Context: an optimization exercise on an open-source flow, tuned for small area. The choices shown serve that exercise and are no tape-out recipe. In this exercise RTL edits were held to simulation tests only and were not proved equivalent to the original.

**flow/design.v**
```verilog
`timescale 1ns/1ps
`default_nettype none
module recip_divider (
    input  wire        clk,
    input  wire        load,
    input  wire        done,
    input  wire [22:0] nm_in,       
    input  wire [22:0] nm3_in,      
    input  wire        sign_in,     
    input  wire        sat_in,      
    output wire [19:0] rec_word,    
    output wire        rec_neg      
);
    logic [19:0] rem, q;            
    logic [22:0] nm1, nm3;          
    logic        sign_cur, sat_cur, sign_done, sat_done;
    logic [19:0] r;
    logic [4:0]  qb;
    function automatic logic [21:0] r4(input logic [19:0] rin, input logic [22:0] n1,
                                       input logic [22:0] n3);
        logic [22:0] t, sel, e;
        logic        g1, g2, g3;
        logic [1:0]  v;
        t  = {2'b00, rin, 1'b0};
        g1 = ~((t + n1) >> 22);
        g2 = ~((t + {n1[21:0], 1'b0}) >> 22);
        g3 = ~((t + n3) >> 22);
        v  = g3 ? 2'd3 : (g2 ? 2'd2 : (g1 ? 2'd1 : 2'd0));
        case (v)
            2'd0: sel = 23'd0;
            2'd1: sel = n1;
            2'd2: sel = {n1[21:0], 1'b0};
            default: sel = n3;
        endcase
        e  = t + sel;
        r4 = {v, e[18:0], 1'b0};
    endfunction
    function automatic logic [21:0] r4s(input logic [19:0] rin, input logic [22:0] n1,
                                       input logic [22:0] n3);
        logic [22:0] t, e1, e2, e3;
        logic [1:0]  v;
        logic [19:0] rn;
        t  = {2'b00, rin, 1'b0};
        e1 = t + n1;
        e2 = t + {n1[21:0], 1'b0};
        e3 = t + n3;
        if (!e3[22])      begin v = 2'd3; rn = e3[18:0] << 1; end
        else if (!e2[22]) begin v = 2'd2; rn = e2[18:0] << 1; end
        else if (!e1[22]) begin v = 2'd1; rn = e1[18:0] << 1; end
        else              begin v = 2'd0; rn = t[18:0] << 1;  end
        r4s = {v, rn};
    endfunction
    always_comb begin
        logic [21:0] s1, s2;
        logic [20:0] e;
        s1 = r4(rem, nm1, nm3);
        s2 = r4s(s1[19:0], nm1, nm3);
        e  = {1'b0, s2[19:0]} + nm1[20:0];
        qb = {s1[21:20], s2[21:20], ~e[20]};
        r  = (e[20] ? s2[18:0] : e[18:0]) << 1;
    end
    always_ff @(posedge clk) begin
        q <= {q[14:0], qb};
        if (load) begin
            rem      <= 20'd2048;
            nm1      <= nm_in;
            nm3      <= nm3_in;
            sign_cur <= sign_in;
            sat_cur  <= sat_in;
        end else begin
            rem <= r;
        end
        if (done) begin
            sign_done <= sign_cur;
            sat_done  <= sat_cur;
        end
    end
    assign rec_word = sat_done ? (sign_done ? 20'h80000 : 20'h7FFFF) : q;
    assign rec_neg  = ~sat_done & sign_done;
endmodule
`default_nettype wire
`default_nettype none
module recip_prep (
    input  wire [19:0] d_in,
    output wire [22:0] nm,
    output wire [22:0] nm3,
    output wire        sign,
    output wire        sat
);
    assign sign = d_in[19];
    assign nm   = sign ? {{3{1'b1}}, d_in} : -{3'b000, d_in};
    assign nm3  = nm + {nm[21:0], 1'b0};
    assign sat  = sign ? (&d_in[19:11]) : ((d_in[19:11] == 9'd0) || (d_in == 20'd2048));
endmodule
`default_nettype wire
`timescale 1ns/1ps
`timescale 1ns/1ps
`default_nettype none
module bs_mul (
    input  wire [19:0] a,
    input  wire [19:0] b,
    input  wire        bneg,
    output wire [19:0] y
);
    localparam logic [34:0] C = 35'(40'h0 - 40'h5555500000);
    wire [20:0] bx = {b, 1'b0};
    logic [34:0] sum;
    logic [34:0] negs;
    logic [34:0] rows [10];
    always_comb begin
        negs = '0;
        for (int i = 0; i < 10; i++) begin
            logic [2:0]  d;
            logic [20:0] m, w;
            logic        one, two, neg;
            d   = bx[2*i +: 3];
            one = d[0] ^ d[1];
            two = (d == 3'b011) || (d == 3'b100);
            neg = (d[2] & ~(d[1] & d[0])) ^ bneg;
            m   = ({21{one}} & {a[19], a}) | ({21{two}} & {a, 1'b0});
            w   = m ^ {21{neg}};
            rows[i] = 35'({~w[20], w[19:0]}) << (2*i);
            negs[2*i] = neg;
        end
        sum = rows[0] + rows[1] + rows[2] + rows[3] + rows[4] + rows[5] + rows[6]
            + rows[7] + rows[8] + rows[9] + negs + C;
    end
    assign y = sum[34:15];
endmodule
`default_nettype wire
`default_nettype none
module bs_mul_half (
    input  wire        clk,
    input  wire [19:0] a,
    input  wire [10:0] bw,
    input  wire        hi,
    output wire [19:0] y
);
    localparam logic [29:0] C = 30'(32'h0 - 32'h15500000 - 32'h80000);
    logic [19:0] acc;
    logic [29:0] sum;
    logic [29:0] negs;
    logic [29:0] rows [5];
    logic [19:0] accg;
    always_comb begin
        negs = '0;
        for (int i = 0; i < 5; i++) begin
            logic [2:0]  d;
            logic [20:0] m, w;
            logic        one, two, neg;
            d   = bw[2*i +: 3];
            one = d[0] ^ d[1];
            two = (d == 3'b011) || (d == 3'b100);
            neg = d[2] & ~(d[1] & d[0]);
            m   = ({21{one}} & {a[19], a}) | ({21{two}} & {a, 1'b0});
            w   = m ^ {21{neg}};
            rows[i] = 30'({~w[20], w[19:0]}) << (2*i);
            negs[2*i] = neg;
        end
        accg = hi ? acc : 20'd0;
        sum = rows[0] + rows[1] + rows[2] + rows[3] + rows[4]
            + 30'({~accg[19], accg[18:0]}) + negs + C;
    end
    always_ff @(posedge clk) acc <= sum[29:10];
    assign y = sum[24:5];
endmodule
`default_nettype wire
`timescale 1ns/1ps
`default_nettype none
module back_sub_top #(
    parameter int IWL = 5,
    parameter int FWL = 15
) (
    input  wire                       clk,
    input  wire                       rst_n,
    input  wire                       in_valid,
    input  wire signed [IWL+FWL-1:0]  row1_data,
    input  wire signed [IWL+FWL-1:0]  row2_data,
    input  wire signed [IWL+FWL-1:0]  row3_data,
    input  wire signed [IWL+FWL-1:0]  row4_data,
    output logic                      out_valid,
    output logic signed [IWL+FWL-1:0] x1,
    output logic signed [IWL+FWL-1:0] x2,
    output logic signed [IWL+FWL-1:0] x3,
    output logic signed [IWL+FWL-1:0] x4
);
    localparam int WL = IWL + FWL;
    logic [20:1] vq;
    wire  [20:0] v = {vq, in_valid};
    always_ff @(posedge clk or negedge rst_n) begin
        if (!rst_n) vq <= '0;
        else        vq <= v[19:0];
    end
    assign out_valid = vq[20];
    wire [WL-1:0] xw, yw;
    wire          xn, yn;
    logic [WL-1:0] r11;
    logic [WL-1:0] dsel;
    wire  [22:0]   pnm, pnm3;
    wire           psign, psat;
    always_comb begin
        dsel = r22;
        if (v[4]) dsel = row3_data;
        if (v[6]) dsel = row4_data;
        if (v[8]) dsel = r11;
    end
    recip_prep u_prep (.d_in(dsel), .nm(pnm), .nm3(pnm3), .sign(psign), .sat(psat));
    recip_divider u_divx (
        .clk(clk), .load(v[6] | v[10]), .done(v[10] | v[14]),
        .nm_in(pnm), .nm3_in(pnm3), .sign_in(psign), .sat_in(psat),
        .rec_word(xw), .rec_neg(xn));
    recip_divider u_divy (
        .clk(clk), .load(v[4] | v[8]), .done(v[8] | v[12]),
        .nm_in(pnm), .nm3_in(pnm3), .sign_in(psign), .sat_in(psat),
        .rec_word(yw), .rec_neg(yn));
    logic [WL-1:0] r12, r13, r14, r23, z1, r24, z2, r34q, z3q, z4q;
    logic [WL-1:0] r22, s, r12b, r13b, r23b, x4q, dq, t1q, x3q, x2q, x1q;
    logic          sn;
    logic [WL-1:0] ma, mb, pa, na, pb, bsrc;
    logic [10:0]   nbw;
    logic          mbn, x4n;
    always_comb begin
        ma = dq; mb = x4q; mbn = x4n;
        if (v[11]) begin ma = z4q;  mb = xw;  mbn = xn;   end
        if (v[12]) begin ma = r34q; mb = x4q; mbn = 1'b0; end
        if (v[13]) begin ma = dq;   mb = s;   mbn = sn;   end
        if (v[14]) begin ma = r23b; mb = x3q; mbn = 1'b0; end
        if (v[15]) begin ma = dq;   mb = xw;  mbn = xn;   end
        if (v[16]) begin ma = r12b; mb = x2q; mbn = 1'b0; end
        na   = (v[16] | v[17]) ? x3q : x4q;
        bsrc = (v[16] | v[17]) ? r13b : ((v[14] | v[15]) ? z4q : r24);
        nbw  = (v[13] | v[15] | v[17]) ? bsrc[19:9] : {bsrc[9:0], 1'b0};
        if (v[13]) nbw = r34q[10:0];
    end
    bs_mul      u_mula (.a(ma), .b(mb), .bneg(mbn), .y(pa));
    bs_mul_half u_mulb (.clk(clk), .a(na), .bw(nbw), .hi(v[13] | v[15] | v[17]), .y(pb));
    wire [WL-1:0] da = (v[16] ? t1q : z3q) - pa;
    wire [WL-1:0] db = (v[13] ? z2 : (v[15] ? t1q : dq)) - pb;
    always_ff @(posedge clk) begin
        dq <= v[17] ? db : da;
        if (v[0])  r11 <= row1_data;
        if (v[1])  r12 <= row1_data;
        if (v[2])  begin r13 <= row1_data; r22 <= row2_data; end
        if (v[3])  begin r14 <= row1_data; r23 <= row2_data; end
        if (v[4])  begin z1 <= row1_data; r24 <= row2_data; end
        if (v[5])  z2 <= row2_data;
        if (v[5])  r34q <= row3_data;
        else if (v[12]) r34q[10:0] <= r24[19:9];    
        if (v[6])  z3q <= row3_data;
        else if (v[13]) z3q <= db;                  
        if (v[7])  z4q <= row4_data;
        else if (v[11]) z4q <= r14;                 
        if (v[9] | v[13]) begin s <= yw; sn <= yn; end
        if (v[9])  r12b <= r12;
        if (v[10]) r13b <= r13;
        if (v[11]) r23b <= r23;
        if (v[11]) begin x4q <= pa; x4n <= 1'b0; end
        else if (v[16]) begin x4q <= s; x4n <= sn; end    
        if (v[12]) t1q <= z1;
        else if (v[15]) t1q <= db;                  
        else if (v[16]) t1q <= x4q;                 
        if (v[13]) x3q <= pa;
        if (v[15]) x2q <= pa;
        if (v[18]) x1q <= pa;
    end
    assign x1 = x1q;
    assign x2 = x2q;
    assign x3 = x3q;
    assign x4 = t1q;
endmodule
`default_nettype wire
```
**flow/flow/run.sh**
```bash
#!/bin/bash
set -e
export BUFFER_PORTS_ARGS="-buffer_cell sky130_fd_sc_hd__buf_1"
export RECOVER_POWER=100
bash standard.sh > standard_flow.log 2>&1
```
**flow/standard.sh**
```bash
#!/bin/bash
# synth_recipe.tcl (not shown) runs the flow's synth.tcl, then flattens the netlist and writes it again
# the make line also repeats each setting of config.mk as NAME=value (left out here)
make -C /OpenROAD-flow-scripts/flow DESIGN_CONFIG=/design/flow/config.mk WORK_HOME=/design/flow/orfs CLKGATE_MAP_FILE= SYNTH_SCRIPT=/design/flow/synth_recipe.tcl "${@:-finish}"
```
**flow/config.mk**
```make
export PLATFORM = sky130hd
export DESIGN_NAME = back_sub_top
export DESIGN_NICKNAME = back_sub_top
export VERILOG_FILES = /design/flow/design.v
export SDC_FILE = /design/flow/constraint.sdc
export NUM_CORES = 4
export LEC_CHECK = 0
export CAP_MARGIN = 20
export CORE_MARGIN = 2
export CORE_UTILIZATION = 65
export CTS_BUF_LIST = sky130_fd_sc_hd__clkbuf_16
export CTS_CLUSTER_DIAMETER = 80
export CTS_CLUSTER_SIZE = 24
export PLACE_DENSITY = 0.75
export SLEW_MARGIN = 20
```
**flow/constraint.sdc**
```tcl
create_clock -name core_clock -period 12.0 [get_ports {clk}]
set_input_delay 2.4000 -clock core_clock [delete_from_list [all_inputs] [get_ports {clk}]]
set_output_delay 2.4000 -clock core_clock [all_outputs]
set_load 0.01 [all_outputs]
```
==> results of run 1 <==
## critical path, delay by kind of cell (launching register included)
family,cells,cell delay [ps]
simple gates,6,1280
xor+xnor,4,720
buf+inv,9,1990
fa+ha+maj,7,3250
flops,1,710
compound gates,13,3290
mux,1,140
## metrics by stage
| stage | std cells | util (%) | worst slack (ps) | hold slack (ps) | cell area [sq um] |
|---|---|---|---|---|---|
| 2_1_floorplan | 5551 | - | 711.2 | 330.8 | 54660 |
| 3_3_place_gp | 6722 | 68.54 | 620.2 | 333.7 | 57180 |
| 3_5_place_dp | 6722 | 68.55 | 524.2 | 335.9 | 57190 |
| 4_1_cts | 6798 | 70.24 | 463.4 | 335.3 | 58590 |
| 5_1_grt | 6812 | 70.14 | 16.12 | 333.3 | 58510 |
| 6_report | 6817 | 70.15 | 509.7 | 331.0 | 58520 |
## registers in the layout (all words and copies together) (netlist names), 22 cells and up
register and count:
u_divx.nm1 22, u_divx.nm3 23, u_divy.nm1 22, u_divy.nm3 23
## placed cells by master (no fill, tap or decap), types with 15 or more instances in the layout
master     netlist  routed
buf_4            1     155
xnor2_1        402     391
mux2i_1         98      98
nand3_1         49      49
or3_1           24      24
o21a_1          50      50
buf_1           38     109
o22ai_1         23      23
a21boi_0        34      33
ha_1           554     554
o21ai_1         32      36
clkbuf_1       198      81
a21oi_1        338     338
inv_1          474     487
nor2_1         324     320
dfrtp_1         20      15
dfxtp_1        119     119
mux2_2          98      97
o211ai_1        39      40
a211oi_1        27      27
fa_1           213     213
diode_2          0      15
edfxtp_1       519     519
and3_1          19      19
xor2_1         158     158
nand2_1        423     423
a311oi_1        16      16
o21bai_1        25      25
nor3_1          61      61
nand2b_1        27      27
a21o_1         120     120
and2_1          34      32
a31oi_1         26      26
a22oi_1        311     311
a2111oi_0       21      19
o31ai_1         18      19
o21ai_0        295     292
nand4_1         27      27
clkbuf_16        0      41
nor2b_1         53      53
## area by class of cell
class	count	area, sq um	area share (%)
well taps	1080	1351	2.309
clock inverters	35	380.4	0.6499
inverters	479	1802	3.079
clock buffers	41	1026	1.753
multi-input cells	4159	33490	57.23
repair buffers	350	1952	3.335
flip-flops and latches	658	18480	31.58
diodes	15	37.54	0.06414
## cells by family (layout without fill, tap and decap cells)
| family | Yosys count | after routing |
|---|---|---|
| AND/OR/NAND/NOR | 1112 | 1112 |
| XOR/XNOR | 565 | 565 |
| buffers and inverters | 734 | 905 |
| AO/OA/AOI/OAI | 1516 | 1516 |
| adder cells (fa/ha/maj) | 767 | 767 |
| flip-flops | 658 | 658 |
| other | 0 | 15 |
| multiplexers | 199 | 199 |
## metal layers
layer | track usage, % | up-vias | wire length, um
li1 | - | 20150 | -
met1 | 53.88 | 21540 | 67550
met2 | 65.07 | 2525 | 81160
met3 | 8.361 | 478 | 20220
met4 | 23.71 | 8 | 11560
met5 | 0 | - | 46
## worst paths after layout
check | from | endpoint | cells after the start
max | vq[15] | dq[19] | 40
min | u_divx.q[12] | u_divx.q[17] | 0
max reg2reg | vq[15] | dq[19] | 40
min reg2reg | u_divx.q[12] | u_divx.q[17] | 0
max in group asynchronous | rst_n | vq[15] | 1
min in group asynchronous | rst_n | vq[16] | 1
## what timing repair did
action / in CTS / in global routing
gates resized for setup: 0 / 12
setup buffers: 0 / 4
endpoints found under the setup margin: 0 / 28
==> flow_metrics.py, run 1 <==
metrics = {
    "timing": {
        "hold_viol": 0,
        "drv_slew": 349,
        "rsz0062_at_grt": "false",
        "slew_headroom_pct": -112.2,
        "setup_viol": 0,
        "fin_worst_skew_ps": 79.13,
        "tns_ps": 0,
        "fin_crit_sh_pct": 95.75,
        "fmax_mhz": 87.03,
        "period_minus_slack_ps": 11490,
        "tightest_slew_ps": 3183,
    },
    "yosys": {
        "synth.area.top_cells": "edfxtp_1, ha_1, fa_1",
        "synth_compound_area_share_pct": 18.31,
        "syn_area_per_cell_sq_um": 9.846,
        "synth_enable_flop_cells": 519,
        "synthAdderAreaFrac_pct": 20.48,
        "synth_top_family_by_area": "adder cells",
        "synth_cells": 5551,
        "synth-simple-area-share_pct": 9.212,
        "ys_seq_elements": 658,
        "synth.most_common_cell": "ha_1",
        "synth_flop_cell": "edfxtp_1",
        "syn-cell-area_sq_um": 54660,
        "muxShareOfSynthArea_pct": 3.924,
        "yosys-top-cells-count": "ha_1, edfxtp_1, inv_1",
        "seq_area_frac_synth_pct": 33.79,
        "ys_types": 106,
        "synthArstFlopShare_pct": 3.040,
        "yosys_warnings": 6,
        "syn_nets": 6401,
        "yosys.area.top_type": "edfxtp_1",
        "synthXorXnorAreaFrac_pct": 9.155,
        "synth.top_cell.area_share_pct": 28.51,
    },
    "setup_path": {
        "path_class": "reg -> reg",
        "worstSetupEndpointType": "flop",
        "worst_path_most_repeated_cell": "fa_1",
        "cp-start-kind": "flop",
        "slowest_delay_ps": 810,
        "arrival_ps": 12030,
        "slowest_stage": "o31ai_4",
        "critPathMaxFanout": 36,
        "cp.required_ps": 12540,
        "ff2ff_setup_slack_ps": 510,
    },
    "clock_network": {
        "clock_sink_count": 658,
        "htreeDepth": 2,
        "cts_hold_buf": 0,
        "cts_buffers": 41,
        "clockBufferDepth": 3,
        "clock_latency_ps": 670,
        "cts_root_buffer": "clkbuf_16",
        "clk_pin_slew_ps": 100,
        "cts_tree": "built",
    },
    "route": {
        "wl_um": 180500,
        "via_per_inst": 6.557,
        "drt_iter0_markers": 5087,
        "dr.pass1.iters": 6,
        "wl_per_cell_um": 26.48,
        "vias": 44700,
        "ant_nets": 0,
        "drc_errors": 0,
    },
    "finish": {
        "area_delta_synth_final_pct": 7.076,
        "drive_gt1_share_pct": 7.130,
        "fin_nets": 6539,
        "fillers": 6484,
    },
    "floorplan": {
        "initial_core_util_pct": 65.52,
        "io-pin-count": 164,
        "core-area_sq_um": 83420,
        "die_w_um": 294.0,
        "rows": 106,
        "dieArea_sq_um": 86420,
        "die_h_um": 294.0,
    },
    "placed_design": {
        "gp_congestion": 1.047,
        "io_buffer_count": 163,
        "dp_hpwl_um": 141200,
    },
    "run_status": {
        "so.violations": "max-capacitance violations, max-slew violations",
        "outcome": "complete, but fails checks",
    },
    "global_route": {
        "grt-ovfl-total": 0,
        "grt_pass1_vias": 43900,
        "grt_pass1_wl_um": 268800,
        "track_usage_pct": 41.54,
        "grt_start_max_net_pins": 91,
        "antenna_found_initial": 20,
    },
    "job": {
        "maxCapViolCount": 11,
    },
    "worst_hold_path": {
        "hp-class": "reg -> reg",
    },
}
==> run 2: changes to the inputs <==
==> flow/flow/run.sh (replaced) <==
#!/bin/bash
set -e
export BUFFER_PORTS_ARGS="-buffer_cell sky130_fd_sc_hd__buf_1"
bash standard.sh > standard_flow.log 2>&1
==> flow_metrics.py, run 2 <==
metrics = {
    "global_route": {
        "grt_start_max_net_pins": 91,
        "antenna_found_initial": 21,
        "grt_pass1_vias": 43900,
        "grt-ovfl-total": 0,
        "track_usage_pct": 41.54,
        "grt_pass1_wl_um": 268800,
    },
    "route": {
        "ant_nets": 0,
        "drc_errors": 0,
        "vias": 44750,
        "via_per_inst": 6.566,
        "wl_per_cell_um": 26.46,
        "dr.pass1.iters": 9,
        "wl_um": 180400,
        "drt_iter0_markers": 4934,
    },
    "timing": {
        "period_minus_slack_ps": 11490,
        "slew_headroom_pct": 20.45,
        "tightest_slew_ps": 1185,
        "hold_viol": 0,
        "fmax_mhz": 87.04,
        "tns_ps": 0,
        "drv_slew": 0,
        "rsz0062_at_grt": "false",
        "layout_setup_ws_ps": 511.5,
        "setup_viol": 0,
        "fin_crit_sh_pct": 95.74,
        "fin_worst_skew_ps": 76.38,
    },
    "yosys": {
        "ys_seq_elements": 658,
        "synth.top_cell.area_share_pct": 28.51,
        "synthArstFlopShare_pct": 3.040,
        "synth_flop_cell": "edfxtp_1",
        "ys_types": 106,
        "syn-cell-area_sq_um": 54660,
        "syn_nets": 6401,
        "synth.most_common_cell": "ha_1",
        "synth.area.top_cells": "edfxtp_1, ha_1, fa_1",
        "syn_area_per_cell_sq_um": 9.846,
        "synth_enable_flop_cells": 519,
        "seq_area_frac_synth_pct": 33.79,
        "yosys-top-cells-count": "ha_1, edfxtp_1, inv_1",
        "yosys.area.top_type": "edfxtp_1",
        "synth_cells": 5551,
        "yosys_warnings": 6,
    },
    "setup_path": {
        "critPathMaxFanout": 36,
        "arrival_ps": 12030,
        "slowest_delay_ps": 810,
        "r2r-end": "dq[19]",
        "worst_path_most_repeated_cell": "fa_1",
        "worstSetupEndpointType": "flop",
        "path_class": "reg -> reg",
        "ff2ff_path_depth": 40,
        "r2r_start": "vq[15]",
        "slowest_stage": "o31ai_4",
        "cp.required_ps": 12540,
        "cp-start-kind": "flop",
        "ff2ff_setup_slack_ps": 510,
    },
    "job": {
        "maxCapViolCount": 0,
    },
    "finish": {
        "largestRegisters": "u_divx.nm3: 23 flops, u_divy.nm3: 23 flops",
        "drive_gt1_share_pct": 8.092,
        "final_common_cell": "ha_1",
        "final_cells": 6816,
        "area_delta_synth_final_pct": 7.380,
        "layout_common_cells": "ha_1, edfxtp_1, inv_1, nand2_1, xnor2_1",
        "fin_nets": 6539,
    },
    "clock_network": {
        "cts_hold_buf": 0,
        "cts_tree": "built",
        "clock_sink_count": 658,
        "cts_root_buffer": "clkbuf_16",
        "clockBufferDepth": 3,
        "clock_latency_ps": 670,
        "cts_buffers": 41,
        "htreeDepth": 2,
        "clk_pin_slew_ps": 100,
    },
    "worst_hold_path": {
        "hold-path-cell-count": 0,
        "hp-class": "reg -> reg",
        "hold_path_end": "u_divx.q[17]",
        "min_from": "u_divx.q[12]",
    },
    "placed_design": {
        "io_buffer_count": 163,
        "post-place-ws_ps": 524.2,
        "gp_congestion": 1.047,
        "dp_hpwl_um": 141200,
        "place_inst": 6722,
    },
    "floorplan": {
        "initial_core_util_pct": 65.52,
        "core-area_sq_um": 83420,
        "rows": 106,
        "die_w_um": 294.0,
        "die_h_um": 294.0,
        "io-pin-count": 164,
        "dieArea_sq_um": 86420,
    },
    "run_status": {
        "outcome": "timing/DRC/antenna clean",
    },
}
==> run 2: area by class of cell <==
class | count | area [sq um]
clock buffers | 41 | 1026
well taps | 1080 | 1351
repair buffers | 350 | 2054
diodes | 14 | 35.03
flip-flops and latches | 658 | 18490
fillers | 6442 | 24730
clock inverters | 35 | 380.4
multi-input cells | 4159 | 33550
inverters | 479 | 1802
==> run 2: stage by stage <==
stage	utilization (%)	hold slack [ps]	instance area (sq um)
floorplan	-	330.8	54660
global placement	68.54	333.7	57180
detailed placement	68.55	335.9	57190
CTS	70.24	335.3	58590
global route	70.34	333.3	58680
finish	70.35	331.8	58690
==> run 2: metal layers <==
layer,track usage [%],part of all wire [%],up-vias
met5,0,0.030,-
met4,23.71,6.4,10
met3,8.361,11,499
met2,65.07,45,2479
met1,53.88,38,21610
li1,-,-,20150
==> run 2: kinds of logic after synthesis <==
family | after synthesis | share of synthesized area (%)
compound gates | 1516 | 18.31
simple gates | 1112 | 9.212
fa+ha+maj | 767 | 20.48
buf+inv | 734 | 5.123
flops | 658 | 33.79
xor+xnor | 565 | 9.155
mux | 199 | 3.924
==> run 2: timing repair <==
item,4_1_cts,5_1_grt
gates resized for setup,0,12
setup buffers,0,4
endpoints found under the setup margin,0,28
==> run 2: worst max path at each step <==
stage / from / to / slack [ps] / depth (start not counted)
5_1_grt: u_divy.rem[2] / u_divy.rem[8] / 30 / 55
4_1_cts: vq[15] / dq[19] / 460 / 40
3_3_place_gp: vq[15] / dq[19] / 620 / 40
6_report: vq[15] / dq[19] / 510 / 40
3_5_place_dp: vq[15] / dq[19] / 520 / 40
2_1_floorplan: vq[11] / dq[19] / 710 / 48
==> run 2: critical path: cells and delay by family, from the launching register on <==
kind	cells	cell delay (ps)
AO/OA/AOI/OAI	14	3580
adder cells (fa/ha/maj)	7	3270
buffers and inverters	8	1550
AND/OR/NAND/NOR	6	1270
XOR/XNOR	4	880
flip-flops	1	700
multiplexers	1	140
==> run 3: changes to the inputs <==
--- a/flow/config.mk
+++ b/flow/config.mk
@@ -13,2 +13,3 @@
 export CTS_CLUSTER_SIZE = 24
+export GPL_TIMING_DRIVEN = 0
 export PLACE_DENSITY = 0.75
==> flow_metrics.py, run 3 <==
metrics = {
    "run_status": {
        "outcome": "timing/DRC/antenna clean",
    },
    "timing": {
        "hold_viol": 0,
        "drv_slew": 0,
        "fin_crit_sh_pct": 97.48,
        "tightest_slew_ps": 1197,
        "fmax_mhz": 85.49,
        "setup_viol": 0,
        "period_minus_slack_ps": 11700,
        "fin_worst_skew_ps": 32.13,
        "slew_headroom_pct": 19.63,
        "holdWs_ps": 347.1,
    },
    "clock_network": {
        "cts_tree": "built",
        "cts_buffers": 39,
        "clk_pin_slew_ps": 100,
        "cts_root_buffer": "clkbuf_16",
        "clockBufferDepth": 3,
        "clock_latency_ps": 620,
        "clock_sink_count": 658,
        "htreeDepth": 2,
    },
    "route": {
        "dr.pass1.iters": 9,
        "wl_um": 186600,
        "wl_per_cell_um": 26.91,
        "via_per_inst": 6.617,
        "vias": 45890,
        "ant_nets": 0,
        "drt_iter0_markers": 5303,
        "drc_errors": 0,
    },
    "yosys": {
        "syn_area_per_cell_sq_um": 9.846,
        "seq_area_frac_synth_pct": 33.79,
        "syn_nets": 6401,
        "synth_enable_flop_cells": 519,
        "synth.most_common_cell": "ha_1",
        "syn-cell-area_sq_um": 54660,
        "synth_cells": 5551,
        "yosys.area.top_type": "edfxtp_1",
        "synth.top_cell.area_share_pct": 28.51,
        "synth_flop_cell": "edfxtp_1",
        "ys_seq_elements": 658,
        "yosys_warnings": 6,
        "yosys-top-cells-count": "ha_1, edfxtp_1, inv_1",
        "synth.area.top_cells": "edfxtp_1, ha_1, fa_1",
        "synthArstFlopShare_pct": 3.040,
        "ys_types": 106,
    },
    "finish": {
        "area_delta_synth_final_pct": 9.132,
        "layout_common_cells": "ha_1, edfxtp_1, inv_1, nand2_1, xnor2_1",
        "fillers": 6357,
        "fin_nets": 6661,
        "utilization_pct": 71.50,
        "final_common_cell": "ha_1",
        "drive_gt1_share_pct": 8.783,
        "largestRegisters": "u_divx.nm3: 23 flops, u_divy.nm3: 23 flops",
        "final_cell_area_sq_um": 59650,
    },
    "setup_path": {
        "critPathMaxFanout": 10,
        "arrival_ps": 12240,
        "worst_path_most_repeated_cell": "fa_1",
        "cp.required_ps": 12540,
        "worstSetupEndpointType": "flop",
        "cp-start-kind": "flop",
        "path_class": "reg -> reg",
        "slowest_stage": "xor2_2",
        "slowest_delay_ps": 790,
    },
    "floorplan": {
        "core-area_sq_um": 83420,
        "initial_core_util_pct": 65.52,
        "die_h_um": 294.0,
        "rows": 106,
        "io-pin-count": 164,
        "dieArea_sq_um": 86420,
        "die_w_um": 294.0,
    },
    "placed_design": {
        "dp_hpwl_um": 147900,
        "io_buffer_count": 163,
        "gp_congestion": 1.018,
        "placed_cell_area_sq_um": 56870,
    },
    "global_route": {
        "grt_pass1_vias": 43350,
        "antenna_found_initial": 29,
        "busiest_layer": "met2",
        "grtUsageMet2_pct": 67.60,
        "use_met3_pct": 9.464,
        "gr-usage-met1_pct": 52.93,
        "grt_start_max_net_pins": 56,
        "track_usage_pct": 42.31,
        "grt_pass1_wl_um": 271300,
        "grt-ovfl-total": 0,
    },
    "job": {
        "maxCapViolCount": 0,
    },
    "worst_hold_path": {
        "hp-class": "reg -> reg",
    },
}
[run 3: cell count changes in the layout (fill, tap and decap cells not counted), sizes merged]
cell / previous run / this run
clkinv: 10 / 11
buf: 349 / 291
inv: 503 / 497
clkbuf: 42 / 222
bufinv: 0 / 2
[run 3: logic make-up after synthesis]
family | share of synthesized area (%)
flip-flops | 33.79
XOR/XNOR | 9.155
buffers and inverters | 5.123
AND/OR/NAND/NOR | 9.212
multiplexers | 3.924
adder cells (fa/ha/maj) | 20.48
AO/OA/AOI/OAI | 18.31
[run 3: layout make-up]
class / count / area, sq um / area share (%)
diodes: 14 / 35.03 / 0.05873
clock buffers: 39 / 975.9 / 1.636
well taps: 1080 / 1351 / 2.265
repair buffers: 228 / 1230 / 2.062
plain buffers: 246 / 1276 / 2.140
flip-flops and latches: 658 / 18480 / 30.99
clock inverters: 32 / 311.5 / 0.5223
multi-input cells: 4159 / 34180 / 57.31
inverters: 479 / 1802 / 3.021
[run 3: worst max-delay path, delay by kind of cell, from the launching register on]
kind / cells / cell delay [ps]
compound gates: 17 / 3900
xor+xnor: 3 / 1220
fa+ha+maj: 7 / 3320
buf+inv: 5 / 1710
flops: 1 / 460
mux: 1 / 140
simple gates: 4 / 870
[run 3: layer usage]
layer  vias up  part of all wire [%]
met4        32                   7.0
met2      2712                    45
met1     22010                    37
met3       676                    11
met5         -                  0.11
li1      20450                     -
[run 3: final timing paths]
kind                             start      endpoint  slack, ps  depth (start not counted)
max in group asynchronous        rst_n        vq[15]       9770                          1
max                             vq[12]        dq[19]        300                         37
min reg2reg                u_divy.q[7]  u_divy.q[12]        350                          0
max reg2reg                     vq[12]        dq[19]        300                         37
min                        u_divy.q[7]  u_divy.q[12]        350                          0
min in group asynchronous        rst_n        vq[19]       1780                          1
[run 3: stage by stage]
step                worst slack, ps  TNS, ps  std cells
floorplan                     711.2        0       5551
global placement              -3840  -186690       6794
detailed placement            -3369  -176380       6804
CTS                           13.54        0       6891
global route                 -117.1   -719.7       6929
finish                        302.8        0       6935
[run 3: what timing repair did]
item	CTS	global route
endpoints found under the setup margin	162	61
hold buffers	0	0
buffers inserted	21	34
endpoints found under the hold margin	0	0
gates resized for setup	152	220
pin swaps	8	18
==> run 4: changes to the inputs <==
--- a/flow/config.mk
+++ b/flow/config.mk
@@ -11,5 +11,4 @@
 export CTS_BUF_LIST = sky130_fd_sc_hd__clkbuf_16
-export CTS_CLUSTER_DIAMETER = 80
-export CTS_CLUSTER_SIZE = 24
-export GPL_TIMING_DRIVEN = 0
+export CTS_CLUSTER_DIAMETER = 90
+export CTS_CLUSTER_SIZE = 28
 export PLACE_DENSITY = 0.75
==> flow_metrics.py, run 4 <==
metrics = {
    "setup_path": {
        "slowest_stage": "o31ai_4",
        "path_class": "reg -> reg",
        "ff2ff_setup_slack_ps": 580,
        "r2r_start": "vq[15]",
        "worstSetupEndpointType": "flop",
        "worst_path_most_repeated_cell": "fa_1",
        "cp.required_ps": 12540,
        "slowest_delay_ps": 820,
        "ff2ff_path_depth": 40,
        "critPathMaxFanout": 19,
        "cp-start-kind": "flop",
        "r2r-end": "dq[19]",
        "arrival_ps": 11970,
    },
    "yosys": {
        "yosys_warnings": 6,
        "synthArstFlopShare_pct": 3.040,
        "synth.top_cell.area_share_pct": 28.51,
        "synth_flop_cell": "edfxtp_1",
        "seq_area_frac_synth_pct": 33.79,
        "ys_types": 106,
        "synth.area.top_cells": "edfxtp_1, ha_1, fa_1",
        "synth_enable_flop_cells": 519,
        "syn-cell-area_sq_um": 54660,
        "synth_cells": 5551,
        "syn_area_per_cell_sq_um": 9.846,
        "yosys.area.top_type": "edfxtp_1",
        "synth.most_common_cell": "ha_1",
        "yosys-top-cells-count": "ha_1, edfxtp_1, inv_1",
        "syn_nets": 6401,
        "ys_seq_elements": 658,
    },
    "global_route": {
        "grt_start_max_net_pins": 91,
        "antenna_found_initial": 24,
        "track_usage_pct": 41.37,
        "grt_pass1_wl_um": 267600,
        "grt-ovfl-total": 0,
        "grt_pass1_vias": 43590,
    },
    "placed_design": {
        "dp_hpwl_um": 141200,
        "gp_congestion": 1.047,
        "placed_cell_area_sq_um": 57190,
        "io_buffer_count": 163,
        "post-place-ws_ps": 524.2,
    },
    "clock_network": {
        "clk_pin_slew_ps": 110,
        "htreeDepth": 2,
        "clockBufferDepth": 3,
        "clock_latency_ps": 630,
        "cts_tree": "built",
        "cts_hold_buf": 0,
        "cts_buffers": 36,
        "cts_root_buffer": "clkbuf_16",
        "clock_sink_count": 658,
    },
    "floorplan": {
        "core-area_sq_um": 83420,
        "initial_core_util_pct": 65.52,
        "die_h_um": 294.0,
        "die_w_um": 294.0,
        "dieArea_sq_um": 86420,
        "io-pin-count": 164,
        "rows": 106,
    },
    "finish": {
        "fillers": 6455,
        "drive_gt1_share_pct": 8.128,
        "layout_common_cells": "ha_1, edfxtp_1, inv_1, nand2_1, xnor2_1",
        "fin_nets": 6543,
        "area_delta_synth_final_pct": 7.351,
        "final_cell_area_sq_um": 58670,
        "final_common_cell": "ha_1",
        "largestRegisters": "u_divx.nm3: 23 flops, u_divy.nm3: 23 flops",
    },
    "timing": {
        "setup_viol": 0,
        "drv_slew": 0,
        "period_minus_slack_ps": 11420,
        "tns_ps": 0,
        "layout_setup_ws_ps": 575.7,
        "rsz0062_at_grt": "false",
        "fin_crit_sh_pct": 95.20,
        "hold_viol": 0,
        "fin_worst_skew_ps": 41.56,
        "slew_headroom_pct": 19.06,
        "tightest_slew_ps": 1205,
        "fmax_mhz": 87.53,
    },
    "route": {
        "ant_nets": 0,
        "wl_per_cell_um": 26.43,
        "vias": 44770,
        "dr.pass1.iters": 6,
        "via_per_inst": 6.568,
        "drc_errors": 0,
        "drt_iter0_markers": 5068,
        "wl_um": 180100,
    },
    "worst_hold_path": {
        "hp-class": "reg -> reg",
        "hold-path-cell-count": 0,
        "min_from": "u_divy.q[13]",
        "hold_path_end": "u_divy.q[18]",
    },
    "run_status": {
        "outcome": "timing/DRC/antenna clean",
    },
    "job": {
        "maxCapViolCount": 0,
    },
}
run 4: cell counts after synthesis:
Identical to the previous run, type by type.
run 4: final cells by class:
type / count / area [sq um] / share of cell area [%]
diodes: 15 / 37.54 / 0.06397
flip-flops and latches: 658 / 18490 / 31.51
inverters: 479 / 1802 / 3.071
clock buffers: 36 / 900.9 / 1.535
well taps: 1080 / 1351 / 2.303
clock inverters: 30 / 372.9 / 0.6355
multi-input cells: 4159 / 33560 / 57.21
repair buffers: 359 / 2155 / 3.672
run 4: cell families (layout without fill, tap and decap cells):
logic type | count (synthesis) | count (layout) | share of synthesized area (%)
flops | 658 | 658 | 33.79
compound gates | 1516 | 1516 | 18.31
buf+inv | 734 | 904 | 5.123
mux | 199 | 199 | 3.924
other cells | 0 | 15 | 0
simple gates | 1112 | 1112 | 9.212
fa+ha+maj | 767 | 767 | 20.48
xor+xnor | 565 | 565 | 9.155
run 4: layer usage:
layer | vias up | track usage [%] | share of wire, %
li1 | 20160 | - | -
met1 | 21620 | 53.68 | 38
met2 | 2478 | 64.75 | 45
met3 | 498 | 8.497 | 11
met4 | 12 | 23.41 | 6.5
met5 | - | 0 | 0.044
run 4: worst max-delay path by stage:
| stage | from | end | slack [ps] | cells after the start |
|---|---|---|---|---|
| finish | vq[15] | dq[19] | 580 | 40 |
| CTS | vq[15] | dq[19] | 460 | 40 |
| global route | u_divy.rem[2] | u_divy.rem[8] | 20 | 55 |
| detailed placement | vq[15] | dq[19] | 520 | 40 |
| floorplan | vq[11] | dq[19] | 710 | 48 |
| global placement | vq[15] | dq[19] | 620 | 40 |
run 4: timing repair:
action,in CTS,in global routing
endpoints found under the setup margin,0,28
gates resized for setup,0,13
setup buffers,0,12
run 4: per-stage QoR:
step / util [%] / hold WS [ps] / std cells
2_1_floorplan: - / 330.8 / 5551
3_3_place_gp: 68.54 / 333.7 / 6722
3_5_place_dp: 68.55 / 335.9 / 6722
4_1_cts: 70.08 / 356.8 / 6788
5_1_grt: 70.32 / 361.2 / 6811
6_report: 70.33 / 357.9 / 6816
run 4: critical path: cells and delay by family (launching register included):
kind,cells,cell delay (ps)
muxes,1,150
buffers and inverters,8,1580
DFF,1,640
AOI/OAI and AO/OA,14,3510
adders and majority gates,7,3300
and+or+nand+nor,6,1270
xor gates and xnor gates,4,880
==> run 5: changes to the inputs <==
--- a/flow/config.mk
+++ b/flow/config.mk
@@ -9,7 +9,7 @@
 export CORE_MARGIN = 2
-export CORE_UTILIZATION = 65
+export CORE_UTILIZATION = 75
 export CTS_BUF_LIST = sky130_fd_sc_hd__clkbuf_16
-export CTS_CLUSTER_DIAMETER = 90
-export CTS_CLUSTER_SIZE = 28
-export PLACE_DENSITY = 0.75
+export CTS_CLUSTER_DIAMETER = 80
+export CTS_CLUSTER_SIZE = 24
+export PLACE_DENSITY = 0.85
 export SLEW_MARGIN = 20
==> flow_metrics.py, run 5 <==
metrics = {
    "timing": {
        "drv_slew": 0,
        "setup_viol": 0,
        "tns_ps": 0,
        "slew_headroom_pct": 20.81,
        "fin_crit_sh_pct": 96.57,
        "tightest_slew_ps": 1188,
        "fmax_mhz": 86.29,
        "fin_worst_skew_ps": 63.64,
        "period_minus_slack_ps": 11590,
        "holdWs_ps": 346.7,
        "hold_viol": 0,
    },
    "setup_path": {
        "worstSetupEndpointType": "flop",
        "cp.required_ps": 12560,
        "arrival_ps": 12150,
        "slowest_delay_ps": 730,
        "r2r-end": "dq[19]",
        "slowest_stage": "dfrtp_4",
        "ff2ff_path_depth": 41,
        "cp-start-kind": "flop",
        "r2r_start": "vq[15]",
        "path_class": "reg -> reg",
        "ff2ff_setup_slack_ps": 410,
        "critPathMaxFanout": 33,
    },
    "finish": {
        "drive_gt1_share_pct": 8.370,
        "final_cell_area_sq_um": 58660,
        "layout_common_cells": "ha_1, edfxtp_1, inv_1, nand2_1, xnor2_1",
        "area_delta_synth_final_pct": 7.330,
        "largestRegisters": "u_divx.nm3: 23 flops, u_divy.nm3: 23 flops",
        "final_common_cell": "ha_1",
        "utilization_pct": 81.64,
        "fin_nets": 6540,
        "fillers": 4491,
    },
    "worst_hold_path": {
        "hp-class": "reg -> reg",
        "hold_path_end": "u_divy.q[19]",
        "hold-path-cell-count": 0,
        "min_from": "u_divy.q[14]",
    },
    "global_route": {
        "antenna_found_initial": 21,
        "grt_pass1_vias": 45700,
        "grt-ovfl-total": 0,
        "grt_start_max_net_pins": 69,
        "grt_pass1_wl_um": 270400,
        "track_usage_pct": 47.99,
    },
    "run_status": {
        "outcome": "timing/DRC/antenna clean",
    },
    "clock_network": {
        "clockBufferDepth": 3,
        "clk_pin_slew_ps": 100,
        "cts_root_buffer": "clkbuf_16",
        "cts_tree": "built",
        "htreeDepth": 2,
        "cts_hold_buf": 0,
        "clock_latency_ps": 660,
        "clock_sink_count": 658,
        "cts_buffers": 41,
    },
    "yosys": {
        "yosys-top-cells-count": "ha_1, edfxtp_1, inv_1",
        "yosys_warnings": 6,
        "yosys.area.top_type": "edfxtp_1",
        "seq_area_frac_synth_pct": 33.79,
        "syn-cell-area_sq_um": 54660,
        "synth_cells": 5551,
        "syn_nets": 6401,
        "synth.most_common_cell": "ha_1",
        "ys_seq_elements": 658,
        "synth_flop_cell": "edfxtp_1",
        "synthArstFlopShare_pct": 3.040,
        "synth_enable_flop_cells": 519,
        "ys_types": 106,
        "synth.area.top_cells": "edfxtp_1, ha_1, fa_1",
        "synth.top_cell.area_share_pct": 28.51,
        "syn_area_per_cell_sq_um": 9.846,
    },
    "floorplan": {
        "core-area_sq_um": 71850,
        "rows": 98,
        "initial_core_util_pct": 76.07,
        "io-pin-count": 164,
        "die_h_um": 274.0,
        "die_w_um": 274.0,
        "dieArea_sq_um": 75050,
    },
    "route": {
        "via_per_inst": 6.974,
        "vias": 46660,
        "ant_nets": 0,
        "drt_iter0_markers": 6563,
        "dr.pass1.iters": 9,
        "wl_um": 182200,
        "drc_errors": 0,
        "wl_per_cell_um": 27.23,
    },
    "placed_design": {
        "gp_congestion": 1.047,
        "io_buffer_count": 163,
        "dp_hpwl_um": 137900,
        "placed_cell_area_sq_um": 56980,
    },
    "job": {
        "maxCapViolCount": 0,
    },
}
[run 5: cell counts after synthesis]
No cell type changed its count.
[run 5: metrics by stage]
step,setup WS [ps],std cells
3_3_place_gp,758.0,6588
2_1_floorplan,711.2,5551
3_5_place_dp,534.7,6588
4_1_cts,348.6,6664
5_1_grt,-76.18,6685
6_report,411.1,6690
[run 5: worst max-delay path: cells and delay by family (launching register included)]
kind / cells / cell delay, ps
flops: 1 / 730
buf+inv: 5 / 310
fa+ha+maj: 8 / 3400
simple gates: 9 / 2020
mux: 1 / 130
compound gates: 15 / 3810
xor+xnor: 3 / 1120
[run 5: kinds of logic (layout without fill, tap and decap cells)]
group           Yosys count  in the layout  synth area share (%)
mux                     199            199                 3.924
xor+xnor                565            565                 9.155
flops                   658            658                 33.79
buf+inv                 734            906                 5.123
other cells               0             17                     0
compound gates         1516           1516                 18.31
fa+ha+maj               767            767                 20.48
simple gates           1112           1112                 9.212
[run 5: layout make-up]
| class | count | area (sq um) | area share, % |
|---|---|---|---|
| Multi-Input combinational cell | 4159 | 33650 | 57.36 |
| Sequential cell | 658 | 18490 | 31.52 |
| Timing Repair Buffer | 351 | 2049 | 3.494 |
| Inverter | 479 | 1802 | 3.071 |
| Tap cell | 950 | 1189 | 2.026 |
| Clock buffer | 41 | 1026 | 1.749 |
| Clock inverter | 35 | 414.1 | 0.7060 |
| Antenna cell | 17 | 42.54 | 0.07252 |
[run 5: metal layers]
layer,global-route usage (%),vias to the layer above,routed length (um)
met2,72.85,3638,79200
met5,0,-,93
li1,-,20170,-
met3,13.02,899,24620
met4,35.83,10,16620
met1,58.82,21950,61630
[run 5: worst max-delay path by stage]
stage | from | to | cells past startpoint
floorplan | vq[11] | dq[19] | 48
global placement | u_divx.nm1[2] | u_divx.rem[7] | 56
detailed placement | u_divy.nm1[2] | u_divy.rem[18] | 56
CTS | u_divx.nm1[2] | u_divx.rem[8] | 53
global route | u_divy.nm1[2] | u_divy.rem[18] | 57
finish | vq[15] | dq[19] | 41
[run 5: timing repair]
item,in CTS,in global routing
setup buffers,0,9
gates resized for setup,0,33
endpoints found under the hold margin,0,0
endpoints found under the setup margin,0,42
==> run 6: changes to the inputs <==
==> flow/run.sh (new file) <==
#!/bin/bash
# synth_recipe.tcl (not shown) runs the flow's synth.tcl, then flattens the netlist and writes it again
# the make line also repeats each setting of config.mk as NAME=value (left out here)
make -C /OpenROAD-flow-scripts/flow DESIGN_CONFIG=/design/flow/config.mk WORK_HOME=/design/flow/orfs CLKGATE_MAP_FILE= SYNTH_SCRIPT=/design/flow/synth_recipe.tcl finish
--- a/flow/config.mk
+++ b/flow/config.mk
@@ -9,7 +9,6 @@
 export CORE_MARGIN = 2
-export CORE_UTILIZATION = 75
-export CTS_BUF_LIST = sky130_fd_sc_hd__clkbuf_16
-export CTS_CLUSTER_DIAMETER = 80
-export CTS_CLUSTER_SIZE = 24
-export PLACE_DENSITY = 0.85
+export CORE_UTILIZATION = 65
+export CTS_BUF_LIST = sky130_fd_sc_hd__clkbuf_8
+export CTS_CLUSTER_SIZE = 20
+export PLACE_DENSITY = 0.75
 export SLEW_MARGIN = 20
removed: flow/flow/run.sh
removed: flow/standard.sh
==> flow_metrics.py, run 6 <==
metrics = {
    "finish": {
        "utilization_pct": 72.76,
        "final_cell_area_sq_um": 60690,
        "drive_gt1_share_pct": 9.726,
        "multi_input_area_sq_um": 33620,
        "layout_common_cells": "ha_1, edfxtp_1, inv_1, nand2_1, xnor2_1",
        "fin_nets": 6602,
        "largestRegisters": "u_divx.nm3: 23 flops, u_divy.nm3: 23 flops",
        "register_area_sq_um": 18490,
        "area_delta_synth_final_pct": 11.05,
        "fillers": 6169,
        "final_common_cell": "ha_1",
    },
    "setup_path": {
        "cp.required_ps": 12710,
        "crit_start": "u_divx.sat_done",
        "critPathMaxFanout": 20,
        "cp-start-kind": "flop",
        "ff2ff_setup_slack_ps": 480,
        "arrival_ps": 12230,
        "worstSetupEndpointType": "flop",
        "path_class": "reg -> reg",
        "slowest_delay_ps": 600,
        "r2r-end": "dq[19]",
        "r2r_start": "u_divx.sat_done",
        "slowest_stage": "a2111oi_0",
        "ff2ff_path_depth": 44,
        "crit_path_end": "dq[19]",
    },
    "timing": {
        "holdWs_ps": 349.6,
        "fin_crit_sh_pct": 96.02,
        "setup_viol": 0,
        "tightest_slew_ps": 1166,
        "drv_slew": 0,
        "layout_setup_ws_ps": 477.1,
        "hold_viol": 0,
        "fin_worst_skew_ps": 76.55,
        "slew_headroom_pct": 21.26,
        "fmax_mhz": 86.78,
        "period_minus_slack_ps": 11520,
    },
    "clock_network": {
        "clock_latency_ps": 820,
        "cts_buffers": 110,
        "htreeDepth": 3,
        "cts_root_buffer": "clkbuf_8",
        "cts_tree": "built",
        "clk_pin_slew_ps": 60,
        "clockBufferDepth": 3,
        "clock_sink_count": 658,
    },
    "global_route": {
        "grt_start_max_net_pins": 74,
        "grt-ovfl-total": 0,
        "use_met3_pct": 11.15,
        "grtUsageMet2_pct": 65.88,
        "grt_pass1_wl_um": 273900,
        "antenna_found_initial": 24,
        "gr-usage-met1_pct": 53.12,
        "grt_pass1_vias": 44850,
        "track_usage_pct": 42.41,
        "busiest_layer": "met2",
    },
    "worst_hold_path": {
        "hold-path-cell-count": 0,
        "hp-class": "reg -> reg",
        "min_from": "u_divy.q[9]",
    },
    "placed_design": {
        "io_buffer_count": 163,
        "gp_congestion": 0.9909,
        "placed_cell_area_sq_um": 58100,
        "post-place-ws_ps": 216.2,
        "dp_hpwl_um": 142200,
    },
    "yosys": {
        "ys_types": 106,
        "synth.top_cell.area_share_pct": 28.51,
        "synth_flop_cell": "edfxtp_1",
        "synth.most_common_cell": "ha_1",
        "syn-cell-area_sq_um": 54660,
        "yosys.area.top_type": "edfxtp_1",
        "synth_cells": 5551,
        "synth_enable_flop_cells": 519,
        "yosys-top-cells-count": "ha_1, edfxtp_1, inv_1",
        "synthArstFlopShare_pct": 3.040,
        "syn_nets": 6401,
        "synth.area.top_cells": "edfxtp_1, ha_1, fa_1",
        "syn_area_per_cell_sq_um": 9.846,
        "yosys_warnings": 6,
        "seq_area_frac_synth_pct": 33.79,
        "ys_seq_elements": 658,
    },
    "route": {
        "vias": 45490,
        "via_per_inst": 6.553,
        "drc_errors": 0,
        "wl_um": 184000,
        "drt_iter0_markers": 4976,
        "wl_per_cell_um": 26.52,
        "dr.pass1.iters": 8,
        "ant_nets": 0,
    },
    "floorplan": {
        "die_w_um": 294.0,
        "core-area_sq_um": 83420,
        "dieArea_sq_um": 86420,
        "initial_core_util_pct": 65.52,
        "rows": 106,
        "io-pin-count": 164,
        "die_h_um": 294.0,
    },
    "job": {
        "maxCapViolCount": 0,
    },
    "run_status": {
        "outcome": "timing/DRC/antenna clean",
    },
}
## run 6: cell families after synthesis
logic type / share of synthesized area, %
AO/OA/AOI/OAI: 18.31
XOR/XNOR: 9.155
adder cells (fa/ha/maj): 20.48
buffers and inverters: 5.123
flip-flops: 33.79
multiplexers: 3.924
AND/OR/NAND/NOR: 9.212
## run 6: layer usage
metal | share of wire (%) | up-vias
met5 | 0.061 | -
met2 | 45 | 2722
met4 | 6.8 | 18
met1 | 37 | 21790
li1 | - | 20340
met3 | 12 | 618
## run 6: area by class of cell
class | count | share of cell area, %
Clock buffer | 124 | 2.812
Sequential cell | 658 | 30.46
Antenna cell | 11 | 0.04535
Tap cell | 1080 | 2.226
Multi-Input combinational cell | 4159 | 55.39
Clock inverter | 86 | 1.130
Timing Repair Buffer | 344 | 4.966
Inverter | 479 | 2.969
## run 6: critical path, delay by kind of cell (launching register included)
family,cells,cell delay [ps]
fa+ha+maj,8,3430
simple gates,7,1030
flops,1,570
xor+xnor,3,730
buf+inv,6,860
compound gates,18,4220
mux,2,570
## run 6: per-stage QoR
step | std cells | setup TNS (ps)
after floorplan | 5551 | 0
after global placement | 6711 | 0
after detailed placement | 6711 | 0
after CTS | 6921 | 0
after global routing | 6937 | -84.94
final | 6941 | 0
## run 6: repair_timing
action	CTS	global route
hold buffers	0	0
setup buffers	0	9
setup endpoints to repair	0	45
gates resized for setup	0	26
## run 6: worst min path at each step
stage                         to  slack (ps)
floorplan           u_divy.q[10]         330
global placement          vq[20]         330
detailed placement        vq[20]         340
CTS                       vq[20]         350
global route              vq[20]         350
finish              u_divy.q[14]         350
==> run 7: changes to the inputs <==
--- a/flow/config.mk
+++ b/flow/config.mk
@@ -11,3 +11,3 @@
 export CTS_BUF_LIST = sky130_fd_sc_hd__clkbuf_8
-export CTS_CLUSTER_SIZE = 20
+export CTS_CLUSTER_SIZE = 14
 export PLACE_DENSITY = 0.75
==> flow_metrics.py, run 7 <==
metrics = {
    "run_status": {
        "outcome": "timing/DRC/antenna clean",
    },
    "placed_design": {
        "dp_hpwl_um": 142200,
        "gp_congestion": 0.9909,
        "io_buffer_count": 163,
        "placed_cell_area_sq_um": 58100,
    },
    "finish": {
        "drive_gt1_share_pct": 9.726,
        "final_common_cell": "ha_1",
        "layout_common_cells": "ha_1, edfxtp_1, inv_1, nand2_1, xnor2_1",
        "fin_nets": 6602,
        "register_area_sq_um": 18490,
        "largestRegisters": "u_divx.nm3: 23 flops, u_divy.nm3: 23 flops",
        "multi_input_area_sq_um": 33620,
        "fillers": 6169,
        "final_cell_area_sq_um": 60690,
        "area_delta_synth_final_pct": 11.05,
    },
    "route": {
        "via_per_inst": 6.553,
        "dr.pass1.iters": 8,
        "wl_um": 184000,
        "drc_errors": 0,
        "wl_per_cell_um": 26.52,
        "vias": 45490,
        "ant_nets": 0,
        "drt_iter0_markers": 4976,
    },
    "job": {
        "maxCapViolCount": 0,
    },
    "timing": {
        "fin_crit_sh_pct": 96.02,
        "holdWs_ps": 349.6,
        "setup_viol": 0,
        "tightest_slew_ps": 1166,
        "drv_slew": 0,
        "slew_headroom_pct": 21.26,
        "hold_viol": 0,
        "period_minus_slack_ps": 11520,
        "fin_worst_skew_ps": 76.55,
        "fmax_mhz": 86.78,
    },
    "yosys": {
        "synth.top_cell.area_share_pct": 28.51,
        "yosys_warnings": 6,
        "synthArstFlopShare_pct": 3.040,
        "synth_enable_flop_cells": 519,
        "syn_area_per_cell_sq_um": 9.846,
        "synth.most_common_cell": "ha_1",
        "syn-cell-area_sq_um": 54660,
        "synth.area.top_cells": "edfxtp_1, ha_1, fa_1",
        "yosys.area.top_type": "edfxtp_1",
        "synth_flop_cell": "edfxtp_1",
        "yosys-top-cells-count": "ha_1, edfxtp_1, inv_1",
        "seq_area_frac_synth_pct": 33.79,
        "synth_cells": 5551,
        "ys_types": 106,
        "ys_seq_elements": 658,
        "syn_nets": 6401,
    },
    "global_route": {
        "grt_pass1_wl_um": 273900,
        "track_usage_pct": 42.41,
        "gr-usage-met1_pct": 53.12,
        "antenna_found_initial": 24,
        "grt_pass1_vias": 44850,
        "use_met3_pct": 11.15,
        "grt_start_max_net_pins": 74,
        "grtUsageMet2_pct": 65.88,
        "busiest_layer": "met2",
        "grt-ovfl-total": 0,
    },
    "floorplan": {
        "io-pin-count": 164,
        "initial_core_util_pct": 65.52,
        "die_h_um": 294.0,
        "dieArea_sq_um": 86420,
        "core-area_sq_um": 83420,
        "rows": 106,
        "die_w_um": 294.0,
    },
    "clock_network": {
        "cts_hold_buf": 0,
        "clockBufferDepth": 3,
        "cts_buffers": 110,
        "clk_pin_slew_ps": 60,
        "htreeDepth": 3,
        "clock_latency_ps": 820,
        "cts_root_buffer": "clkbuf_8",
        "cts_tree": "built",
        "clock_sink_count": 658,
    },
    "setup_path": {
        "cp.required_ps": 12710,
        "arrival_ps": 12230,
        "cp-start-kind": "flop",
        "slowest_stage": "a2111oi_0",
        "path_class": "reg -> reg",
        "critPathMaxFanout": 20,
        "worstSetupEndpointType": "flop",
        "slowest_delay_ps": 600,
    },
    "worst_hold_path": {
        "hp-class": "reg -> reg",
    },
}
-- run 7: cell counts in the layout (fill, tap and decap cells not counted) --
Identical to the previous run, type by type.
-- run 7: cell families (layout without fill, tap and decap cells) --
logic type	after synthesis	count (layout)	synth area share (%)
adders and majority gates	767	767	20.48
other	0	11	0
DFF	658	658	33.79
xor gates and xnor gates	565	565	9.155
AOI/OAI and AO/OA	1516	1516	18.31
muxes	199	199	3.924
and+or+nand+nor	1112	1112	9.212
buffers and inverters	734	1033	5.123
-- run 7: what timing repair did --
item | 4_1_cts | 5_1_grt
resized for setup | 0 | 26
endpoints found under the hold margin | 0 | 0
setup buffers | 0 | 9
setup endpoints to repair | 0 | 45
-- run 7: cell type report --
class / instances / share of cell area, %
flip-flops and latches: 658 / 30.46
repair buffers: 344 / 4.966
inverters: 479 / 2.969
diodes: 11 / 0.04535
multi-input cells: 4159 / 55.39
clock buffers: 124 / 2.812
clock inverters: 86 / 1.130
well taps: 1080 / 2.226
-- run 7: worst paths after layout --
kind | from | endpoint | slack (ps) | cells after the start
worst min register to register | u_divy.q[9] | u_divy.q[14] | 350 | 0
worst min-delay path | u_divy.q[9] | u_divy.q[14] | 350 | 0
min in group asynchronous | rst_n | vq[19] | 2030 | 2
worst max register to register | u_divx.sat_done | dq[19] | 480 | 44
worst max-delay path | u_divx.sat_done | dq[19] | 480 | 44
max in group asynchronous | rst_n | vq[16] | 9550 | 2
-- run 7: routing by layer --
layer  routed length, um  up-vias
met5                 112        -
met4               12570       18
met3               22040      618
met2               82040     2722
met1               67280    21790
li1                    -    20340
-- run 7: metrics by stage --
stage / std cells / setup slack [ps] / utilization, % / TNS (ps)
2_1_floorplan: 5551 / 711.2 / - / 0
3_3_place_gp: 6711 / 544.6 / 69.64 / 0
3_5_place_dp: 6711 / 216.2 / 69.64 / 0
4_1_cts: 6921 / 173.4 / 72.51 / 0
5_1_grt: 6937 / -84.94 / 72.74 / -84.94
6_report: 6941 / 477.1 / 72.76 / 0
-- run 7: critical path, delay by kind of cell, from the launching register on --
family,cells,cell delay [ps]
simple gates,7,1030
mux,2,570
buf+inv,6,860
flops,1,570
xor+xnor,3,730
compound gates,18,4220
fa+ha+maj,8,3430
==> run 8: changes to the inputs <==
--- a/flow/config.mk
+++ b/flow/config.mk
@@ -11,3 +11,4 @@
 export CTS_BUF_LIST = sky130_fd_sc_hd__clkbuf_8
-export CTS_CLUSTER_SIZE = 14
+export CTS_CLUSTER_DIAMETER = 60
+export CTS_CLUSTER_SIZE = 12
 export PLACE_DENSITY = 0.75
==> flow_metrics.py, run 8 <==
metrics = {
    "yosys": {
        "syn_area_per_cell_sq_um": 9.846,
        "syn_nets": 6401,
        "yosys.area.top_type": "edfxtp_1",
        "synth.most_common_cell": "ha_1",
        "synth.area.top_cells": "edfxtp_1, ha_1, fa_1",
        "synthArstFlopShare_pct": 3.040,
        "synth_enable_flop_cells": 519,
        "synth.top_cell.area_share_pct": 28.51,
        "syn-cell-area_sq_um": 54660,
        "yosys_warnings": 6,
        "synth_flop_cell": "edfxtp_1",
        "yosys-top-cells-count": "ha_1, edfxtp_1, inv_1",
        "synth_cells": 5551,
        "ys_seq_elements": 658,
        "seq_area_frac_synth_pct": 33.79,
        "ys_types": 106,
    },
    "setup_path": {
        "ff2ff_path_depth": 43,
        "slowest_stage": "a2111oi_0",
        "critPathMaxFanout": 22,
        "worstSetupEndpointType": "flop",
        "r2r-end": "dq[19]",
        "path_class": "reg -> reg",
        "r2r_start": "vq[12]",
        "slowest_delay_ps": 630,
        "crit_cells": 43,
        "critical-path-top-delay-family": "compound AO/OA/AOI/OAI gates",
        "crit_start": "vq[12]",
        "cp-start-kind": "flop",
        "cp.required_ps": 12690,
        "arrival_ps": 12260,
        "ff2ff_setup_slack_ps": 430,
        "crit_buf_inv": 5,
        "crit_path_end": "dq[19]",
    },
    "placed_design": {
        "placed_cell_area_sq_um": 58100,
        "place_inst": 6711,
        "dp_hpwl_um": 142200,
        "io_buffer_count": 163,
        "gp_congestion": 0.9909,
        "post-place-ws_ps": 216.2,
    },
    "floorplan": {
        "dieArea_sq_um": 86420,
        "initial_core_util_pct": 65.52,
        "io-pin-count": 164,
        "die_h_um": 294.0,
        "core-area_sq_um": 83420,
        "die_w_um": 294.0,
        "rows": 106,
    },
    "timing": {
        "slew_headroom_pct": 16.80,
        "period_minus_slack_ps": 11570,
        "tns_ps": 0,
        "setup_viol": 0,
        "drv_slew": 0,
        "fmax_mhz": 86.43,
        "layout_setup_ws_ps": 430.0,
        "hold_viol": 0,
        "tightest_slew_ps": 1232,
        "holdWs_ps": 347.4,
        "fin_crit_sh_pct": 96.42,
        "fin_worst_skew_ps": 66.36,
    },
    "finish": {
        "final_cells": 6870,
        "fin_nets": 6569,
        "layout_common_cells": "ha_1, edfxtp_1, inv_1, nand2_1, xnor2_1",
        "largestRegisters": "u_divx.nm3: 23 flops, u_divy.nm3: 23 flops",
        "final_cell_area_sq_um": 59840,
        "utilization_pct": 71.73,
        "drive_gt1_share_pct": 8.824,
        "final_common_cell": "ha_1",
        "area_delta_synth_final_pct": 9.489,
    },
    "clock_network": {
        "clk_pin_slew_ps": 90,
        "clock_latency_ps": 760,
        "cts_root_buffer": "clkbuf_8",
        "clockBufferDepth": 3,
        "cts_buffers": 75,
        "clock_sink_count": 658,
        "htreeDepth": 3,
        "cts_tree": "built",
    },
    "global_route": {
        "grt_pass1_vias": 44380,
        "antenna_found_initial": 21,
        "grt-ovfl-total": 0,
        "track_usage_pct": 42.29,
        "grt_start_max_net_pins": 74,
        "grt_pass1_wl_um": 273000,
    },
    "route": {
        "drc_errors": 0,
        "wl_per_cell_um": 26.66,
        "dr.pass1.iters": 9,
        "ant_nets": 0,
        "wl_um": 183200,
        "wl_met3_um": 21100,
        "highest_layer": "met5",
        "drt_iter0_markers": 5225,
        "wl_met2_um": 81960,
        "vias": 45130,
        "m1WireLength_um": 68020,
        "via_per_inst": 6.569,
    },
    "worst_hold_path": {
        "hp-class": "reg -> reg",
    },
    "run_status": {
        "outcome": "timing/DRC/antenna clean",
    },
    "job": {
        "maxCapViolCount": 0,
    },
}
## run 8: cell counts after synthesis
Identical to the previous run, type by type.
## run 8: how the worst min path moves through the flow
stage	from	end	slack, ps	cells past startpoint
final	u_divy.q[9]	u_divy.q[14]	350	0
after detailed placement	vq[19]	vq[20]	340	0
after global placement	vq[19]	vq[20]	330	0
after floorplan	u_divy.q[5]	u_divy.q[10]	330	0
after global routing	vq[19]	vq[20]	360	0
after CTS	u_divy.q[9]	u_divy.q[14]	350	0
## run 8: cell type report
type | count | area (sq um)
Multi-Input combinational cell | 4159 | 33610
Fill cell | 6285 | 23580
Sequential cell | 658 | 18490
Timing Repair Buffer | 346 | 3042
Inverter | 479 | 1802
Tap cell | 1080 | 1351
Clock buffer | 78 | 1074
Clock inverter | 60 | 447.9
Antenna cell | 10 | 25.02
## run 8: layer usage
layer / track usage [%] / vias up
li1: - / 20220
met1: 53.47 / 21670
met2: 65.72 / 2672
met3: 10.63 / 553
met4: 25.17 / 16
met5: 0 / -
## run 8: kinds of logic (layout without fill, tap and decap cells)
group                    count (synthesis)  in the layout  synth area share, %
AO/OA/AOI/OAI                         1516           1516                18.31
AND/OR/NAND/NOR                       1112           1112                9.212
adder cells (fa/ha/maj)                767            767                20.48
buffers and inverters                  734            963                5.123
flip-flops                             658            658                33.79
XOR/XNOR                               565            565                9.155
multiplexers                           199            199                3.924
other                                    0             10                    0
## run 8: what timing repair did
action	CTS	global route
endpoints found under the setup margin	0	45
setup buffers	0	10
hold buffers	0	0
gates resized for setup	0	28

-- separate check: timing with driven ports --
In the flow no input, the clock included, has a driving cell. The finished layouts below were timed again as built, in two steps.
Step 1 assumes that a clkbuf_16 drives the clock port and a buf_2 every other input.
Step 2 also shifts input and output timing later by t, the mid clock arrival at the registers, as if the neighbouring blocks saw the same clock.
Slacks: ideal ports / drivers / drivers and shift; pairs: ideal ports / drivers.
| run | t (ns) | slack for setup (ns) | hold slack, ns | worst data-port slew with drivers (ns) |
|---|---|---|---|---|
| run 1 | 0.703 | 0.510 / 0.510 / 0.510 | 0.331 / 0.331 / 0.331 | 0.20 |
| run 2 | 0.704 | 0.512 / 0.512 / 0.512 | 0.332 / 0.332 / 0.332 | 0.20 |
| run 3 | 0.683 | 0.303 / 0.303 / 0.303 | 0.347 / 0.347 / 0.347 | 0.13 |
| run 4 | 0.685 | 0.576 / 0.576 / 0.576 | 0.358 / 0.358 / 0.358 | 0.20 |
| run 5 | 0.704 | 0.411 / 0.411 / 0.411 | 0.347 / 0.347 / 0.347 | 0.27 |
| run 6 | 0.849 | 0.477 / 0.477 / 0.477 | 0.350 / 0.350 / 0.350 | 0.17 |
| run 7 | 0.849 | 0.477 / 0.477 / 0.477 | 0.350 / 0.350 / 0.350 | 0.17 |
| run 8 | 0.797 | 0.430 / 0.430 / 0.430 | 0.347 / 0.347 / 0.347 | 0.18 |
